From an optimization exercise on the open Yosys and OpenROAD flow, aimed at small area; shortcuts taken in it are not production practice. Only simulation tests tie the RTL to the original design; equivalence was not proved. Power is estimated from default activity; no workload was simulated.

==> flow/design.v <==
package lx_bus_pkg;
  localparam int DATA_WIDTH = 32;
  localparam int ADDR_WIDTH = 32;
  localparam int MSG_WIDTH = 4;
  localparam int CACHE_WORDS = 4;
  localparam int BUS_WORDS = 2;
  localparam int BEATS = CACHE_WORDS / BUS_WORDS;
  localparam int LINE_OFFSET_BITS = 2;
  typedef enum logic [MSG_WIDTH-1:0] {
    NO_REQ     = 4'd0,
    R_REQ      = 4'd1,
    WB_REQ     = 4'd2,
    RFO_BCAST  = 4'd6,
    MEM_RESP   = 4'd10,
    MEM_RESP_S = 4'd11,
    MEM_C_RESP = 4'd12
  } msg_t;
  typedef logic [DATA_WIDTH-1:0] word_t;
  typedef word_t [BUS_WORDS-1:0] beat_t;
  typedef union packed {
    word_t [CACHE_WORDS-1:0] words;
    beat_t [BEATS-1:0] beats;
  } line_t;
  typedef logic beat_index_t;
  typedef enum logic [2:0] {
    IDLE,
    READ_LINE,
    SEND_BEATS,
    RECEIVE,
    WRITE_LINE,
    WAIT_CLEAR
  } state_t;
endpackage
module lx_bus_interface
(
  input  logic                  clock,
  input  logic                  reset,
  input  logic                  req_ready,
  input  lx_bus_pkg::msg_t                  bus_msg_in,
  input  logic [lx_bus_pkg::ADDR_WIDTH-1:0] bus_address_in,
  input  lx_bus_pkg::beat_t                 bus_data_in,
  output lx_bus_pkg::msg_t                  bus_msg_out,
  output logic [lx_bus_pkg::ADDR_WIDTH-1:0] bus_address_out,
  output lx_bus_pkg::beat_t                 bus_data_out,
  input  lx_bus_pkg::msg_t                  cache_msg_in,
  input  lx_bus_pkg::line_t                 cache_data_in,
  output lx_bus_pkg::msg_t                  cache_msg_out,
  output logic [lx_bus_pkg::ADDR_WIDTH-1:0] cache_address_out,
  output lx_bus_pkg::line_t                 cache_data_out
);
  logic idle, aw, rl, crd, crf, sb, wc1, r0, r1, wl, cwr, wcw;
  logic wcr;
  logic rfo;      
  logic bm0;      
  logic [3:0] bmsg, cmsg;
  logic read_request, write_request, accept_rd, accept_wr;
  logic read_done, write_done, bus_idle;
  assign bmsg = bus_msg_in;
  assign cmsg = cache_msg_in;
  assign read_request  = (bmsg == 4'd1) || (bmsg == 4'd6);
  assign write_request = (bmsg == 4'd2);
  assign accept_rd     = idle && req_ready && read_request;
  assign accept_wr     = idle && req_ready && write_request;
  assign read_done     = (cmsg == 4'd10) || (cmsg == 4'd11);
  assign write_done    = (cmsg == 4'd10);
  assign bus_idle      = (bmsg == 4'd0);
  assign wcr           = aw && !idle;
  always_ff @(posedge clock) begin
    if (reset) begin
      idle <= 1'b1;
      aw   <= 1'b1;
      rl   <= 1'b0;
      crd  <= 1'b0;
      crf  <= 1'b0;
      sb   <= 1'b0;
      wc1  <= 1'b0;
      r0   <= 1'b0;
      r1   <= 1'b0;
      wl   <= 1'b0;
      cwr  <= 1'b0;
      wcw  <= 1'b0;
      bm0  <= 1'b0;
    end else begin
      idle <= (idle && !accept_rd && !accept_wr) || ((wc1 || wcr || wcw) && bus_idle);
      aw   <= (idle && !accept_rd && !accept_wr) || wc1 || wcr || (wcw && bus_idle);
      rl   <= accept_rd || (rl && !read_done);
      crd  <= rl && !read_done && !rfo;
      crf  <= rl && !read_done && rfo;
      sb   <= rl && read_done;
      wc1  <= sb;
      r0   <= accept_wr;
      r1   <= r0;
      wl   <= r1 || (wl && !write_done);
      cwr  <= wl && !write_done;
      wcw  <= (wl && write_done) || (wcw && !bus_idle);
      bm0  <= (rl && read_done && cmsg[0]) || (sb && bm0);
    end
  end
  always_ff @(posedge clock) begin
    if (idle) rfo <= (bmsg == 4'd6);
  end
  logic [31:0] addr_n, addr;
  assign addr = ~addr_n;
  always_ff @(posedge clock) begin
    addr_n <= ~((bus_address_in & {32{aw}}) | (addr & {32{!idle}}));
  end
  logic [63:0] lo_n, hi_n, lo, hi;
  logic [63:0] cin_lo, cin_hi;
  assign lo = ~lo_n;
  assign hi = ~hi_n;
  assign cin_lo = cache_data_in[63:0];
  assign cin_hi = cache_data_in[127:64];
  logic ld_lo, ld_hi;
  assign ld_lo = rl || r0;
  assign ld_hi = rl || r1;
  always_ff @(posedge clock) begin
    lo_n <= ~((lo | {64{ld_lo}}) & (cin_lo | {64{!rl}}) & (bus_data_in | {64{!r0}}));
    hi_n <= ~((hi | {64{ld_hi}}) & (cin_hi | {64{!rl}}) & (bus_data_in | {64{!r1}}));
  end
  logic bshow, cshow;
  assign bshow = sb || wc1 || wcw;
  assign cshow = crd || crf || cwr;
  assign bus_msg_out       = lx_bus_pkg::msg_t'({bshow, 1'b0, bshow, bm0});
  assign bus_address_out   = addr & {32{bshow}};
  assign bus_data_out      = (lo & {64{sb}}) | (hi & {64{wc1}});
  assign cache_msg_out     = lx_bus_pkg::msg_t'({1'b0, crf, crf || cwr, crd});
  assign cache_address_out = {addr[31:2] & {30{cshow}}, 2'b00};
  assign cache_data_out    = {hi & {64{cwr}}, lo & {64{cwr}}};
endmodule
Settings: LEC_CHECK=0, ABC_AREA=1, CAP_MARGIN=20, CORE_AREA=5 5 175 175, DIE_AREA=0 0 180 180, SLEW_MARGIN=20; clock period 4.0 ns.
standard.sh (not shown) runs the stock make flow with config.mk's settings and CLKGATE_MAP_FILE= SYNTH_SCRIPT=/design/flow/synth_recipe.tcl, a recipe that flattens the netlist after the stock synthesis.
==> flow/flow/run.sh <==
#!/bin/bash
# Standard ORFS layout with two changes that only affect how the layout is
# built: the port buffers are the smallest buffer (buf_1) instead of the
# tool's default choice, and clock tree synthesis uses clkbuf_8 buffers and
# inserts no dummy loads.
set -euo pipefail
export BUFFER_PORTS_ARGS="-buffer_cell sky130_fd_sc_hd__buf_1"
export CTS_ARGS="-sink_clustering_enable -repair_clock_nets -dont_use_dummy_load -buf_list sky130_fd_sc_hd__clkbuf_8"
bash standard.sh > standard_flow.log 2>&1
==> next run, changes <==
==> flow/flow/run.sh (replaced) <==
#!/bin/bash
# Standard ORFS layout, except that the port buffers that buffer_ports inserts
# are the smallest buffer (buf_1) instead of the tool's default choice.
set -euo pipefail
export BUFFER_PORTS_ARGS="-buffer_cell sky130_fd_sc_hd__buf_1"
bash standard.sh > standard_flow.log 2>&1
CTS_CLUSTER_DIAMETER = 100   (was not set)
CTS_CLUSTER_SIZE = 30   (was not set)
What happened: Die area stays the same; via count grows by 0.42%; count of clock-buffer cells in the layout climbs by 2; cell area went up by about 4%; global-route usage went up by 0.18 points; sequential share of layout area fell by 1.5 points; maximum frequency barely changes; worst setup slack is worse by 7.5 ps; routed wire length goes up by about 0.9%; clock power went up by 89%.
==> next run, changes <==
==> flow/flow/run.sh (replaced) <==
#!/bin/bash
# Standard ORFS layout with two changes that only affect how the layout is
# built: the port buffers are the smallest buffer (buf_1) instead of the
# tool's default choice, and clock tree synthesis uses clkbuf_8 buffers and
# inserts no dummy loads.
set -euo pipefail
export BUFFER_PORTS_ARGS="-buffer_cell sky130_fd_sc_hd__buf_1"
export CTS_ARGS="-sink_clustering_enable -repair_clock_nets -dont_use_dummy_load -buf_list sky130_fd_sc_hd__clkbuf_8"
bash standard.sh > standard_flow.log 2>&1
CORE_AREA = 4 4 168 168   (was 5 5 175 175)
CTS_CLUSTER_DIAMETER = not set   (was 100)
CTS_CLUSTER_SIZE = not set   (was 30)
DIE_AREA = 0 0 172 172   (was 0 0 180 180)
PLACE_DENSITY = 0.85   (was not set)
Result: Utilization rose by 1.2 points. Global-route usage grows by 0.30 points. Power shrinks by 16%. Worst setup slack is better by 22 ps. Die area fell by 8.7%. Cell area came out lower by 5.0%. Maximum frequency is higher by 0.76%. Routed wire length falls by 4.8%. Via count is higher by 2.0%. Clock-buffer cell count decreases by 2. Register-to-register slack got worse by 70 ps.
==> next run, changes <==
==> flow/flow/run.sh (replaced) <==
#!/bin/bash
# Standard ORFS layout, except that the port buffers that buffer_ports inserts
# are the smallest buffer (buf_1) instead of the tool's default choice.
set -euo pipefail
export BUFFER_PORTS_ARGS="-buffer_cell sky130_fd_sc_hd__buf_1"
bash standard.sh > standard_flow.log 2>&1
CORE_AREA = 5 5 175 175   (was 4 4 168 168)
CTS_BUF_LIST = sky130_fd_sc_hd__clkbuf_8   (was not set)
DIE_AREA = 0 0 180 180   (was 0 0 172 172)
The changed run finished with timing, DRC and antenna clean.
Count of clock-buffer cells in the layout stays the same.
Final area rises by 2.6%.
First-iteration DRC count went up by 44%.
Synthesized cell count does not change.
Worst hold slack barely changes.
Area after synthesis does not change.
Critical path depth is unchanged.
Combinational power hardly moves.
Wire length climbs by 3.9%.

* * *

Starts from the design.v that is shown in full above.
==> flow/config.mk <==
export PLATFORM = sky130hd
export DESIGN_NAME = lx_bus_interface
export DESIGN_NICKNAME = lx_bus_interface
export VERILOG_FILES = /design/flow/design.v
export SDC_FILE = /design/flow/constraint.sdc
export NUM_CORES = 4
export LEC_CHECK = 0
export ABC_AREA = 1
export CAP_MARGIN = 20
export CORE_AREA = 5 5 175 175
export DIE_AREA = 0 0 180 180
export SLEW_MARGIN = 20
==> flow/constraint.sdc <==
create_clock -name core_clock -period 4.0 [get_ports {clock}]
set_input_delay 0.8000 -clock core_clock [delete_from_list [all_inputs] [get_ports {clock}]]
set_output_delay 0.8000 -clock core_clock [all_outputs]
set_load 0.01 [all_outputs]
==> flow/flow/run.sh <==
#!/bin/bash
# Standard ORFS layout with two changes that only affect how the layout is
# built: the port buffers are the smallest buffer (buf_1) instead of the
# tool's default choice, and clock tree synthesis uses clkbuf_8 buffers and
# inserts no dummy loads.
set -euo pipefail
export BUFFER_PORTS_ARGS="-buffer_cell sky130_fd_sc_hd__buf_1"
export CTS_ARGS="-sink_clustering_enable -repair_clock_nets -dont_use_dummy_load -buf_list sky130_fd_sc_hd__clkbuf_8 -root_buf sky130_fd_sc_hd__clkbuf_16"
bash standard.sh > standard_flow.log 2>&1
Change:
--- a/flow/flow/run.sh
+++ b/flow/flow/run.sh
@@ -7,3 +7,3 @@
 export BUFFER_PORTS_ARGS="-buffer_cell sky130_fd_sc_hd__buf_1"
-export CTS_ARGS="-sink_clustering_enable -repair_clock_nets -dont_use_dummy_load -buf_list sky130_fd_sc_hd__clkbuf_8 -root_buf sky130_fd_sc_hd__clkbuf_16"
+export CTS_ARGS="-sink_clustering_enable -repair_clock_nets -dont_use_dummy_load -buf_list sky130_fd_sc_hd__clkbuf_8"
 bash standard.sh > standard_flow.log 2>&1
--- a/flow/config.mk
+++ b/flow/config.mk
@@ -11,2 +11,3 @@
 export DIE_AREA = 0 0 180 180
+export PLACE_DENSITY = 0.7
 export SLEW_MARGIN = 20
What happened: Cell area hardly moves. Global-route usage rises by 0.21 points. Utilization stays flat. Setup slack loses 0.097 ns. Clock skew climbs by 0.0036 ns. Wire length goes up slightly. Power hardly moves. Die area stays the same. First-iteration DRC count rises by a quarter to a third. Sequential cell count is unchanged.
Change:
--- a/flow/config.mk
+++ b/flow/config.mk
@@ -11,3 +11,3 @@
 export DIE_AREA = 0 0 180 180
-export PLACE_DENSITY = 0.7
+export PLACE_DENSITY = 0.85
 export SLEW_MARGIN = 20
=>
- sequential cell count does not change
- clock-buffer cell count does not change
- routed wire length drops by about 1.1%
- final cell count stays the same
- hold slack improved by 0.015 ns
- total power hardly moves
- combinational power goes down by about 2%
- worst setup slack gets better by 0.21 ns
- area after synthesis stays the same
- core utilization is about the same
Change:
==> flow/flow/run.sh (replaced) <==
#!/bin/bash
# Standard ORFS layout, except that the port buffers that buffer_ports inserts
# are the smallest buffer (buf_1) instead of the tool's default choice.
set -euo pipefail
export BUFFER_PORTS_ARGS="-buffer_cell sky130_fd_sc_hd__buf_1"
bash standard.sh > standard_flow.log 2>&1
--- a/flow/config.mk
+++ b/flow/config.mk
@@ -11,3 +11,2 @@
 export DIE_AREA = 0 0 180 180
-export PLACE_DENSITY = 0.85
 export SLEW_MARGIN = 20
=> The new run completed with no timing, DRC or antenna violations; setup slack degrades by 0.19 ns; via count decreases by about 2.7%; hold slack degrades by 0.0078 ns; die area does not change; power climbs by 18%; combinational power barely changes; global-route usage rises by 0.39 points; maximum frequency drops by 6.2%; critical path depth is unchanged; sequential share of layout area went down by 1.5 points; synthesized area is unchanged.

==> what the ideal ports hide <==
No port has a modelled driver above. Below, the same layouts with a new extraction and two added sets of constraints.
Step 1 (the two cells are an assumption about what drives the block):
set clk [get_ports {clock}]
set_driving_cell -lib_cell sky130_fd_sc_hd__clkbuf_16 $clk
set_driving_cell -lib_cell sky130_fd_sc_hd__buf_2 [delete_from_list [all_inputs] $clk]
Step 2 adds t to the input delays and takes it off the output delays; t is the mean of the earliest and latest rising clock arrival at the registers after step 1. Input paths then give back, and output paths get back, about the clock's delay inside the block.
Three values: ideal ports, drivers, drivers and shift; two values: the first two.
run | t, ns | slack for setup (ns) | latest minus earliest clock arrival (ns)
the first run of note 1 | 0.468 | 1.028 / 0.989 / 1.457 | 0.042 / 0.042
the second run of note 1 | 0.461 | 1.020 / 0.974 / 1.435 | 0.018 / 0.018
the third run of note 1 | 0.473 | 1.042 / 1.002 / 1.474 | 0.047 / 0.047
the fourth run of note 1 | 0.480 | 1.204 / 1.166 / 1.647 | 0.021 / 0.021
the first run of note 2 | 0.410 | 1.089 / 1.045 / 1.455 | 0.042 / 0.042
the second run of note 2 | 0.461 | 0.992 / 0.953 / 1.414 | 0.045 / 0.044
the third run of note 2 | 0.471 | 1.206 / 1.167 / 1.637 | 0.037 / 0.037
the fourth run of note 2 | 0.461 | 1.020 / 0.974 / 1.435 | 0.018 / 0.018
After both steps setup and hold are still met in every run listed.
